This is an optimization exercise on Yosys and OpenROAD, whose aim is small area and a short achievable clock period, not a production implementation. RTL that was checked went through simulation tests only; none was proved equivalent to the original.

==> v7 <==
// pipelined_fpu
module pipelined_fpu (
    input  wire logic                      clk,
    input  wire logic                      reset,
    input  wire logic                      start,
    input  wire logic [1:0]                op,         
    input  wire logic [31:0]               a,
    input  wire logic [31:0]               b,
    output logic                           done,
    output logic [31:0]                    result
);
    logic        sa, sb, sbe;
    logic [7:0]  ea, eb;
    logic [22:0] fa, fb;
    logic        az, bz, aff, bff, anan, bnan, ainf, binf;
    logic        is_mul, is_add;
    logic        swap;
    logic [8:0]  dab, dba, dsel;
    logic [7:0]  emax;
    logic [5:0]  d0;
    logic [8:0]  e0;
    logic [22:0] fa0, fb0;
    logic [10:0] neg0;
    logic [11:0] one0, two0;
    logic        sign0, spff0, spzero0, q0, paya0, payb0;
    fp_less #(.W(31)) u_cmp (.x(a[30:0]), .y(b[30:0]), .lt(swap));    
    always_comb begin
        sa  = a[31];
        sb  = b[31];
        ea  = a[30:23];
        eb  = b[30:23];
        fa  = a[22:0];
        fb  = b[22:0];
        az  = (ea == 8'd0);
        bz  = (eb == 8'd0);
        aff = (ea == 8'hff);
        bff = (eb == 8'hff);
        anan = aff & (fa != 23'd0);
        bnan = bff & (fb != 23'd0);
        ainf = aff & (fa == 23'd0);
        binf = bff & (fb == 23'd0);
        is_mul = (op == 2'd2);
        is_add = ~op[1];
        sbe    = sb ^ (op == 2'd1);
        dab   = {1'b0, ea} - {1'b0, eb};
        dba   = {1'b0, eb} - {1'b0, ea};
        dsel  = dab[8] ? dba : dab;                  
        d0    = (dsel[7:6] != 2'd0) ? 6'd63 : dsel[5:0];
        emax  = dab[8] ? eb : ea;
        e0    = is_mul ? ({1'b0, ea} + {1'b0, eb}) : {1'b0, emax};
        fa0   = az ? 23'd0 : fa;                     
        fb0   = bz ? 23'd0 : fb;
        sign0   = is_mul ? (sa ^ sb) : (swap ? sbe : sa);
        spff0   = 1'b0;
        spzero0 = 1'b0;
        q0      = 1'b0;
        paya0   = 1'b0;
        payb0   = 1'b0;
        if (op == 2'd3) begin
            spzero0 = 1'b1;
            sign0   = 1'b0;
        end else if (anan) begin
  ...
==> module fp_less, before the edit <==
module fp_less #(parameter int W = 31) (
    input  wire logic [W-1:0] x,
    input  wire logic [W-1:0] y,
    output logic              lt
);
    localparam int L = $clog2(W);
    localparam int N = 1 << L;
    logic [N-1:0] g [0:L];
    logic [N-1:0] e [0:L];
    always_comb begin
        for (int i = 0; i < N; i++) begin
            if (i < W) begin
                g[0][i] = ~x[i] & y[i];
                e[0][i] = ~(x[i] ^ y[i]);
            end else begin
                g[0][i] = 1'b0;
                e[0][i] = 1'b1;
            end
        end
        for (int l = 1; l <= L; l++) begin
            for (int i = 0; i < N; i++) begin
                if (i < (N >> l)) begin
                    g[l][i] = g[l-1][2*i+1] | (e[l-1][2*i+1] & g[l-1][2*i]);
                    e[l][i] = e[l-1][2*i+1] & e[l-1][2*i];
                end else begin
                    g[l][i] = 1'b0;
                    e[l][i] = 1'b1;
                end
            end
        end
        lt = g[L][0];
    end
endmodule
==> module fp_add_ks, before the edit <==
module fp_add_ks #(parameter int W = 26) (
    input  wire logic [W-1:0] x,
    input  wire logic [W-1:0] y,
    input  wire logic         cin,
    output logic [W-1:0]      sum,
    output logic              cout
);
    localparam int L = $clog2(W + 1);
    logic [W:0] g [0:L];
    logic [W:0] p [0:L];
    logic [W-1:0] hp;
    always_comb begin
        g[0][0] = cin;
        p[0][0] = 1'b0;
        for (int i = 0; i < W; i++) begin
            g[0][i+1] = x[i] & y[i];
            p[0][i+1] = x[i] | y[i];
            hp[i]     = x[i] ^ y[i];
        end
        for (int l = 1; l <= L; l++) begin
            for (int i = 0; i <= W; i++) begin
                if (i >= (1 << (l - 1))) begin
                    g[l][i] = g[l-1][i] | (p[l-1][i] & g[l-1][i - (1 << (l - 1))]);
                    p[l][i] = p[l-1][i] & p[l-1][i - (1 << (l - 1))];
                end else begin
                    g[l][i] = g[l-1][i];
                    p[l][i] = p[l-1][i];
                end
            end
        end
        for (int i = 0; i < W; i++)
            sum[i] = hp[i] ^ g[L][i];
        cout = g[L][W];
    end
endmodule
Settings: LEC_CHECK=0, CAP_MARGIN=20, CORE_MARGIN=2, CORE_UTILIZATION=40, SETUP_SLACK_MARGIN=5, SLEW_MARGIN=20; clock period 10.0 ns.
run.sh (not shown) runs the stock make flow with config.mk's settings and CLKGATE_MAP_FILE= SYNTH_SCRIPT=/design/flow/synth_recipe.tcl, a recipe that flattens the netlist after the stock synthesis.
==> v1 (differences from v7) <==
--- a/flow/design.v
+++ b/flow/design.v
@@ -1,78 +1,7 @@
 `timescale 1ns/1ps
 `default_nettype none
-module fp_less #(parameter int W = 31) (
-    input  wire logic [W-1:0] x,
-    input  wire logic [W-1:0] y,
-    output logic              lt
-);
-    localparam int L = $clog2(W);
-    localparam int N = 1 << L;
-    logic [N-1:0] g [0:L];
-    logic [N-1:0] e [0:L];
-    always_comb begin
-        for (int i = 0; i < N; i++) begin
-            if (i < W) begin
-                g[0][i] = ~x[i] & y[i];
-                e[0][i] = ~(x[i] ^ y[i]);
-            end else begin
-                g[0][i] = 1'b0;
-                e[0][i] = 1'b1;
-            end
-        end
-        for (int l = 1; l <= L; l++) begin
-            for (int i = 0; i < N; i++) begin
-                if (i < (N >> l)) begin
-                    g[l][i] = g[l-1][2*i+1] | (e[l-1][2*i+1] & g[l-1][2*i]);
-                    e[l][i] = e[l-1][2*i+1] & e[l-1][2*i];
-                end else begin
-                    g[l][i] = 1'b0;
-                    e[l][i] = 1'b1;
-                end
-            end
-        end
-        lt = g[L][0];
-    end
-endmodule
-module fp_add_ks #(parameter int W = 26) (
-    input  wire logic [W-1:0] x,
-    input  wire logic [W-1:0] y,
-    input  wire logic         cin,
-    output logic [W-1:0]      sum,
-    output logic              cout
-);
-    localparam int L = $clog2(W + 1);
-    logic [W:0] g [0:L];
-    logic [W:0] p [0:L];
-    logic [W-1:0] hp;
-    always_comb begin
-        g[0][0] = cin;
-        p[0][0] = 1'b0;
-        for (int i = 0; i < W; i++) begin
-            g[0][i+1] = x[i] & y[i];
-            p[0][i+1] = x[i] | y[i];
-            hp[i]     = x[i] ^ y[i];
-        end
-        for (int l = 1; l <= L; l++) begin
-            for (int i = 0; i <= W; i++) begin
-                if (i >= (1 << (l - 1))) begin
-                    g[l][i] = g[l-1][i] | (p[l-1][i] & g[l-1][i - (1 << (l - 1))]);
-                    p[l][i] = p[l-1][i] & p[l-1][i - (1 << (l - 1))];
-                end else begin
-                    g[l][i] = g[l-1][i];
-                    p[l][i] = p[l-1][i];
-                end
-            end
-        end
-        for (int i = 0; i < W; i++)
-            sum[i] = hp[i] ^ g[L][i];
-        cout = g[L][W];
-    end
-endmodule
-`default_nettype wire
-`timescale 1ns/1ps
-`default_nettype none
 module fp_booth_enc (
     input  wire logic [22:0] y,
     output logic [10:0]      neg,
     output logic [11:0]      one,
     output logic [11:0]      two
@@ -1021,11 +950,10 @@
     logic [8:0]  e0;
     logic [22:0] fa0, fb0;
     logic [10:0] neg0;
     logic [11:0] one0, two0;
     logic        sign0, spff0, spzero0, q0, paya0, payb0;
-    fp_less #(.W(31)) u_cmp (.x(a[30:0]), .y(b[30:0]), .lt(swap));    
     always_comb begin
         sa  = a[31];
         sb  = b[31];
         ea  = a[30:23];
         eb  = b[30:23];
@@ -1040,15 +968,16 @@
         ainf = aff & (fa == 23'd0);
         binf = bff & (fb == 23'd0);
         is_mul = (op == 2'd2);
         is_add = ~op[1];
         sbe    = sb ^ (op == 2'd1);
+        swap  = a[30:0] < b[30:0];
         dab   = {1'b0, ea} - {1'b0, eb};
         dba   = {1'b0, eb} - {1'b0, ea};
-        dsel  = dab[8] ? dba : dab;                  
+        dsel  = swap ? dba : dab;                    
         d0    = (dsel[7:6] != 2'd0) ? 6'd63 : dsel[5:0];
-        emax  = dab[8] ? eb : ea;
+        emax  = swap ? eb : ea;
         e0    = is_mul ? ({1'b0, ea} + {1'b0, eb}) : {1'b0, emax};
         fa0   = az ? 23'd0 : fa;                     
         fb0   = bz ? 23'd0 : fb;
         sign0   = is_mul ? (sa ^ sb) : (swap ? sbe : sa);
         spff0   = 1'b0;
@@ -1133,24 +1062,22 @@
     end
     logic [23:0] bigf, smallf;
     logic [24:0] bwin, awin;
     logic [23:0] smask;
     logic        sticky;
-    logic [24:0] addsum;
-    logic        addco;
-    fp_add_ks #(.W(25)) u_add (.x(awin), .y(bwin ^ {25{sub1}}), .cin(sub1 & ~sticky),
-                               .sum(addsum), .cout(addco));
+    logic [26:0] addsum;
     logic [25:0] x1;
     always_comb begin
         bigf   = swap1 ? {bnz1, fb1} : {anz1, fa1};
         smallf = swap1 ? {anz1, fa1} : {bnz1, fb1};
         awin   = {bigf, 1'b0};
         bwin   = (d1 >= 6'd25) ? 25'd0 : ({smallf, 1'b0} >> d1);
         for (int i = 0; i < 24; i++)
             smask[i] = ({1'b0, d1} >= 7'(i + 2)) && ({1'b0, d1} <= 7'(i + 24));
         sticky = |(smallf & smask);
-        x1     = {addco & ~sub1, addsum};
+        addsum = {1'b0, awin, 1'b1} + {1'b0, bwin ^ {25{sub1}}, sub1 & ~sticky};
+        x1     = {addsum[26] & ~sub1, addsum[25:1]};
         if (spff1)
             x1 = {4'd0, paya1 ? fa1[21:0] : payb1 ? fb1[21:0] : 22'd0};
     end
     logic        v2, mul2, sign2, spff2, spzero2, q2;
     logic [9:0]  e2;
SETUP_SLACK_MARGIN = not set   (was 5)
==> v37 (differences from v7) <==
--- a/flow/design.v
+++ b/flow/design.v
@@ -1,13 +1,12 @@
 `timescale 1ns/1ps
 `default_nettype none
-module fp_less #(parameter int W = 31) (
+module fp_less #(parameter int W = 31, parameter int L = 5) (
     input  wire logic [W-1:0] x,
     input  wire logic [W-1:0] y,
     output logic              lt
 );
-    localparam int L = $clog2(W);
     localparam int N = 1 << L;
     logic [N-1:0] g [0:L];
     logic [N-1:0] e [0:L];
     always_comb begin
         for (int i = 0; i < N; i++) begin
@@ -31,18 +30,17 @@
             end
         end
         lt = g[L][0];
     end
 endmodule
-module fp_add_ks #(parameter int W = 26) (
+module fp_add_ks #(parameter int W = 26, parameter int L = 5) (
     input  wire logic [W-1:0] x,
     input  wire logic [W-1:0] y,
     input  wire logic         cin,
     output logic [W-1:0]      sum,
     output logic              cout
 );
-    localparam int L = $clog2(W + 1);
     logic [W:0] g [0:L];
     logic [W:0] p [0:L];
     logic [W-1:0] hp;
     always_comb begin
         g[0][0] = cin;
@@ -1007,25 +1005,27 @@
     input  wire logic [31:0]               a,
     input  wire logic [31:0]               b,
     output logic                           done,
     output logic [31:0]                    result
 );
-    logic        sa, sb, sbe;
+    logic        sa, sb, sbe, sub0;
     logic [7:0]  ea, eb;
-    logic [22:0] fa, fb;
+    logic [22:0] fa, fb, fa0, fb0;
     logic        az, bz, aff, bff, anan, bnan, ainf, binf;
-    logic        is_mul, is_add;
-    logic        swap;
-    logic [8:0]  dab, dba, dsel;
-    logic [7:0]  emax;
-    logic [5:0]  d0;
+    logic        is_mul;
+    logic        swapf, elt, ge, sela, rev0;
+    logic [7:0]  dab, dba, d0;
     logic [8:0]  e0;
-    logic [22:0] fa0, fb0;
+    logic [22:0] big0;
+    logic [23:0] small0;
+    logic [34:0] f0;
     logic [10:0] neg0;
     logic [11:0] one0, two0;
-    logic        sign0, spff0, spzero0, q0, paya0, payb0;
-    fp_less #(.W(31)) u_cmp (.x(a[30:0]), .y(b[30:0]), .lt(swap));    
+    logic        spff0, spzero0, q0, nanp0, spsign0;
+    fp_less #(.W(31)) u_cmp (.x(a[30:0]), .y(b[30:0]), .lt(swapf));   
+    fp_less #(.W(8), .L(3)) u_ecmp (.x(a[30:23]), .y(b[30:23]), .lt(elt));
+    fp_booth_enc u_enc (.y(fb0), .neg(neg0), .one(one0), .two(two0));
     always_comb begin
         sa  = a[31];
         sb  = b[31];
         ea  = a[30:23];
         eb  = b[30:23];
@@ -1038,121 +1038,118 @@
         anan = aff & (fa != 23'd0);
         bnan = bff & (fb != 23'd0);
         ainf = aff & (fa == 23'd0);
         binf = bff & (fb == 23'd0);
         is_mul = (op == 2'd2);
-        is_add = ~op[1];
         sbe    = sb ^ (op == 2'd1);
-        dab   = {1'b0, ea} - {1'b0, eb};
-        dba   = {1'b0, eb} - {1'b0, ea};
-        dsel  = dab[8] ? dba : dab;                  
-        d0    = (dsel[7:6] != 2'd0) ? 6'd63 : dsel[5:0];
-        emax  = dab[8] ? eb : ea;
-        e0    = is_mul ? ({1'b0, ea} + {1'b0, eb}) : {1'b0, emax};
-        fa0   = az ? 23'd0 : fa;                     
-        fb0   = bz ? 23'd0 : fb;
-        sign0   = is_mul ? (sa ^ sb) : (swap ? sbe : sa);
+        sub0   = sa ^ sbe;
+        fa0    = az ? 23'd0 : fa;                    
+        fb0    = bz ? 23'd0 : fb;
+        dab  = ea - eb;
+        dba  = eb - ea;
+        ge   = ~elt;
+        d0   = ge ? dab : dba;
+        e0   = is_mul ? ({1'b0, ea} + {1'b0, eb}) : {1'b0, ge ? ea : eb};
+        rev0 = swapf & ge & sub0;
+        sela   = anan | (~bnan & (is_mul | ge));
+        big0   = sela ? fa0 : fb0;
+        small0 = sela ? {~bz, fb0} : {~az, fa0};
+        f0     = is_mul ? {neg0, one0, two0} : {11'd0, small0};
         spff0   = 1'b0;
         spzero0 = 1'b0;
         q0      = 1'b0;
-        paya0   = 1'b0;
-        payb0   = 1'b0;
+        nanp0   = 1'b0;
+        spsign0 = 1'b0;
         if (op == 2'd3) begin
             spzero0 = 1'b1;
-            sign0   = 1'b0;
         end else if (anan) begin
-            spff0 = 1'b1; sign0 = sa; q0 = 1'b1; paya0 = 1'b1;
+            spff0 = 1'b1; spsign0 = sa; q0 = 1'b1; nanp0 = 1'b1;
         end else if (bnan) begin
-            spff0 = 1'b1; sign0 = sb; q0 = 1'b1; payb0 = 1'b1;
+            spff0 = 1'b1; spsign0 = sb; q0 = 1'b1; nanp0 = 1'b1;
         end else if (is_mul) begin
             if ((az & binf) | (ainf & bz)) begin
-                spff0 = 1'b1; sign0 = 1'b1; q0 = 1'b1;
+                spff0 = 1'b1; spsign0 = 1'b1; q0 = 1'b1;
             end else if (ainf | binf) begin
-                spff0 = 1'b1;
+                spff0 = 1'b1; spsign0 = sa ^ sb;
             end else if (az | bz) begin
-                spzero0 = 1'b1;
+                spzero0 = 1'b1; spsign0 = sa ^ sb;
             end
         end else begin
             if (ainf & binf) begin
                 spff0 = 1'b1;
-                if (sa ^ sbe) begin
-                    sign0 = 1'b1; q0 = 1'b1;
+                if (sub0) begin
+                    spsign0 = 1'b1; q0 = 1'b1;
                 end else begin
-                    sign0 = sa;
+                    spsign0 = sa;
                 end
             end else if (ainf) begin
-                spff0 = 1'b1; sign0 = sa;
+                spff0 = 1'b1; spsign0 = sa;
             end else if (binf) begin
-                spff0 = 1'b1; sign0 = sbe;
+                spff0 = 1'b1; spsign0 = sbe;
             end else if (az & bz) begin
-                spzero0 = 1'b1; sign0 = sa & sbe;
+                spzero0 = 1'b1; spsign0 = sa & sbe;
             end
         end
     end
-    fp_booth_enc u_enc (.y(fb0), .neg(neg0), .one(one0), .two(two0));
-    logic        v1, mul1, sub1, sign1, spff1, spzero1, q1, paya1, payb1, swap1;
-    logic        anz1, bnz1;
-    logic [22:0] fa1;
-    logic [10:0] neg1;
-    logic [11:0] one1, two1;
-    logic [5:0]  d1;
+    logic        v1, mul1, sub1, spff1, spzero1, q1, nanp1, spsign1, sa1, sbe1, swapf1, rev1;
+    logic [22:0] big1;
+    logic [34:0] f1;
+    logic [7:0]  d1;
     logic [8:0]  e1;
     always_ff @(posedge clk) begin
         if (reset) v1 <= 1'b0;
         else       v1 <= start;
     end
     always_ff @(posedge clk) begin
         mul1    <= is_mul;
-        sub1    <= sa ^ sbe;
-        sign1   <= sign0;
+        sub1    <= sub0;
         spff1   <= spff0;
         spzero1 <= spzero0;
         q1      <= q0;
-        paya1   <= paya0;
-        payb1   <= payb0;
-        swap1   <= swap;
-        anz1    <= ~az;
-        bnz1    <= ~bz;
-        fa1     <= fa0;
-        neg1    <= neg0;
-        one1    <= one0;
-        two1    <= two0;
+        nanp1   <= nanp0;
+        spsign1 <= spsign0;
+        sa1     <= sa;
+        sbe1    <= sbe;
+        swapf1  <= swapf;
+        rev1    <= rev0;
+        big1    <= big0;
+        f1      <= f0;
         d1      <= d0;
         e1      <= e0;
     end
     logic [47:11] ps, pc;
     logic         pcin;
-    logic [22:0]  fb1;
+    logic         sign1;
     logic [9:0]   e1x;
-    fp_mul_csa u_mul (.x(fa1), .neg(neg1), .one(one1), .two(two1), .ps(ps), .pc(pc), .pcin(pcin));
-    always_comb begin
-        for (int i = 0; i < 12; i++) begin
-            fb1[2*i] = one1[i] ^ ((i > 0) ? neg1[(i > 0) ? i - 1 : 0] : 1'b0);
-            if (i < 11) fb1[2*i+1] = neg1[i];
-        end
-        e1x = mul1 ? ({1'b0, e1} - 10'd126) : {2'b00, e1[7:0]};
-    end
-    logic [23:0] bigf, smallf;
+    fp_mul_csa u_mul (.x(big1), .neg(f1[34:24]), .one(f1[23:12]), .two(f1[11:0]),
+                      .ps(ps), .pc(pc), .pcin(pcin));
+    logic [23:0] smallf;
     logic [24:0] bwin, awin;
     logic [23:0] smask;
     logic        sticky;
     logic [24:0] addsum;
     logic        addco;
-    fp_add_ks #(.W(25)) u_add (.x(awin), .y(bwin ^ {25{sub1}}), .cin(sub1 & ~sticky),
-                               .sum(addsum), .cout(addco));
     logic [25:0] x1;
+    fp_add_ks #(.W(25)) u_add (.x(awin), .y(bwin ^ {25{sub1}}), .cin(sub1 & ~sticky & ~rev1),
+                               .sum(addsum), .cout(addco));
     always_comb begin
-        bigf   = swap1 ? {bnz1, fb1} : {anz1, fa1};
-        smallf = swap1 ? {anz1, fa1} : {bnz1, fb1};
-        awin   = {bigf, 1'b0};
-        bwin   = (d1 >= 6'd25) ? 25'd0 : ({smallf, 1'b0} >> d1);
+        if (spff1 | spzero1)
+            sign1 = spsign1;
+        else if (mul1)
+            sign1 = sa1 ^ sbe1;
+        else
+            sign1 = swapf1 ? sbe1 : sa1;
+        e1x = mul1 ? ({1'b0, e1} - 10'd126) : {2'b00, e1[7:0]};
+        smallf = f1[23:0];
+        awin   = {1'b1, big1, 1'b0};
+        bwin   = (d1 >= 8'd25) ? 25'd0 : ({smallf, 1'b0} >> d1[4:0]);
         for (int i = 0; i < 24; i++)
-            smask[i] = ({1'b0, d1} >= 7'(i + 2)) && ({1'b0, d1} <= 7'(i + 24));
+            smask[i] = (d1 >= 8'(i + 2)) && (d1 <= 8'(i + 24));
         sticky = |(smallf & smask);
-        x1     = {addco & ~sub1, addsum};
+        x1     = {addco & ~sub1, addsum ^ {25{rev1}}};
         if (spff1)
-            x1 = {4'd0, paya1 ? fa1[21:0] : payb1 ? fb1[21:0] : 22'd0};
+            x1 = {4'd0, big1[21:0] & {22{nanp1}}};
     end
     logic        v2, mul2, sign2, spff2, spzero2, q2;
     logic [9:0]  e2;
     logic [47:11] ps2, pc2;
     logic        pcin2;
ABC_AREA = 1   (was not set)
==> v31 (differences from v7) <==
--- a/flow/design.v
+++ b/flow/design.v
@@ -1,13 +1,12 @@
 `timescale 1ns/1ps
 `default_nettype none
-module fp_less #(parameter int W = 31) (
+module fp_less #(parameter int W = 31, parameter int L = 5) (
     input  wire logic [W-1:0] x,
     input  wire logic [W-1:0] y,
     output logic              lt
 );
-    localparam int L = $clog2(W);
     localparam int N = 1 << L;
     logic [N-1:0] g [0:L];
     logic [N-1:0] e [0:L];
     always_comb begin
         for (int i = 0; i < N; i++) begin
@@ -31,18 +30,17 @@
             end
         end
         lt = g[L][0];
     end
 endmodule
-module fp_add_ks #(parameter int W = 26) (
+module fp_add_ks #(parameter int W = 26, parameter int L = 5) (
     input  wire logic [W-1:0] x,
     input  wire logic [W-1:0] y,
     input  wire logic         cin,
     output logic [W-1:0]      sum,
     output logic              cout
 );
-    localparam int L = $clog2(W + 1);
     logic [W:0] g [0:L];
     logic [W:0] p [0:L];
     logic [W-1:0] hp;
     always_comb begin
         g[0][0] = cin;
ABC_AREA = 1   (was not set)
==> impl_metrics.csv <==
group,metric,value,unit
run_status,status,"finished clean",
power_and_ir_drop,powerDensity,269,nW/um^2
global_route,grt_pass1_wl,156000,um
worst_setup_path,path_class,"flip-flop to flip-flop",
floorplanning,coreArea,71400,sq um
worst_setup_path,r2r-start,"fa1[0]",
-- figures above: v31

==> impl_metrics.csv <==
group,metric,value,unit
power_and_ir_drop,power_clock,1.05,mW
worst_setup_path,path_class,"input port to flip-flop",
floorplanning,io_pins,102,
floorplanning,coreArea,71400,sq um
hold_path,holdPathEnd,"q2",
run_status,status,"finished clean",
power_and_ir_drop,powerDensity,322,nW/um^2
sta,hold_viol_final,0,
global_route,grt_pass1_wl,160000,um
worst_setup_path,r2r_slack,5340,ps
-- figures above: v37

==> impl_metrics.csv <==
group,metric,value,unit
floorplanning,coreArea,71600,sq um
worst_setup_path,path_class,"input port to flip-flop",
sta,holdWs,331,ps
run_status,status,"finished clean",
global_route,grt_pass1_wl,148000,um
worst_setup_path,r2r-start,"neg1[5]",
synth,synth_top_cell_by_area,"fa_1",
-- figures above: v1

==> impl_metrics.csv <==
group,metric,value,unit
worst_setup_path,r2r-start,"fa1[5]",
worst_setup_path,path_class,"flip-flop to flip-flop",
sta,skew,15.8,ps
run_status,status,"finished clean",
synth,synth_simple_gate_area_share,12.2,%
detailed_routing,dr.max_layer_used,"met4",
sta,fin_crit_sh,48.7,%
-- figures above: v7

No functional check of the RTL was part of v7, v1 and v37.

-- afterwards: timing with drivers on the ports --
No port has a modelled driver above. Below, the same layouts with a new extraction and two added sets of constraints.
Step 1 assumes that a clkbuf_16 drives the clock port and a buf_2 every other input.
Step 2 times the ports against the registers' clock, not the clock port: input delays grow and output delays shrink by t, the midpoint of the rising clock arrivals with the driver on.
a / b / c = ideal ports / drivers / drivers and shift; a / b = the first two.
run | t (ns) | setup WS [ns] | hold WS [ns] | clock arrival spread, ns | worst slew at a driven data input, ns
v7 | 0.645 | 5.134 / 5.134 / 4.696 | 0.328 / 0.328 / 0.328 | 0.018 / 0.018 | 0.04
v1 | 0.620 | 3.541 / 3.533 / 2.913 | 0.331 / 0.331 / 0.331 | 0.024 / 0.024 | 0.07
v37 | 0.668 | 5.259 / 5.299 / 4.631 | 0.327 / 0.327 / 0.327 | 0.033 / 0.034 | 0.07
v31 | 0.645 | 5.216 / 5.216 / 4.641 | 0.327 / 0.327 / 0.327 | 0.021 / 0.021 | 0.05
After both steps every run listed still meets setup and hold.
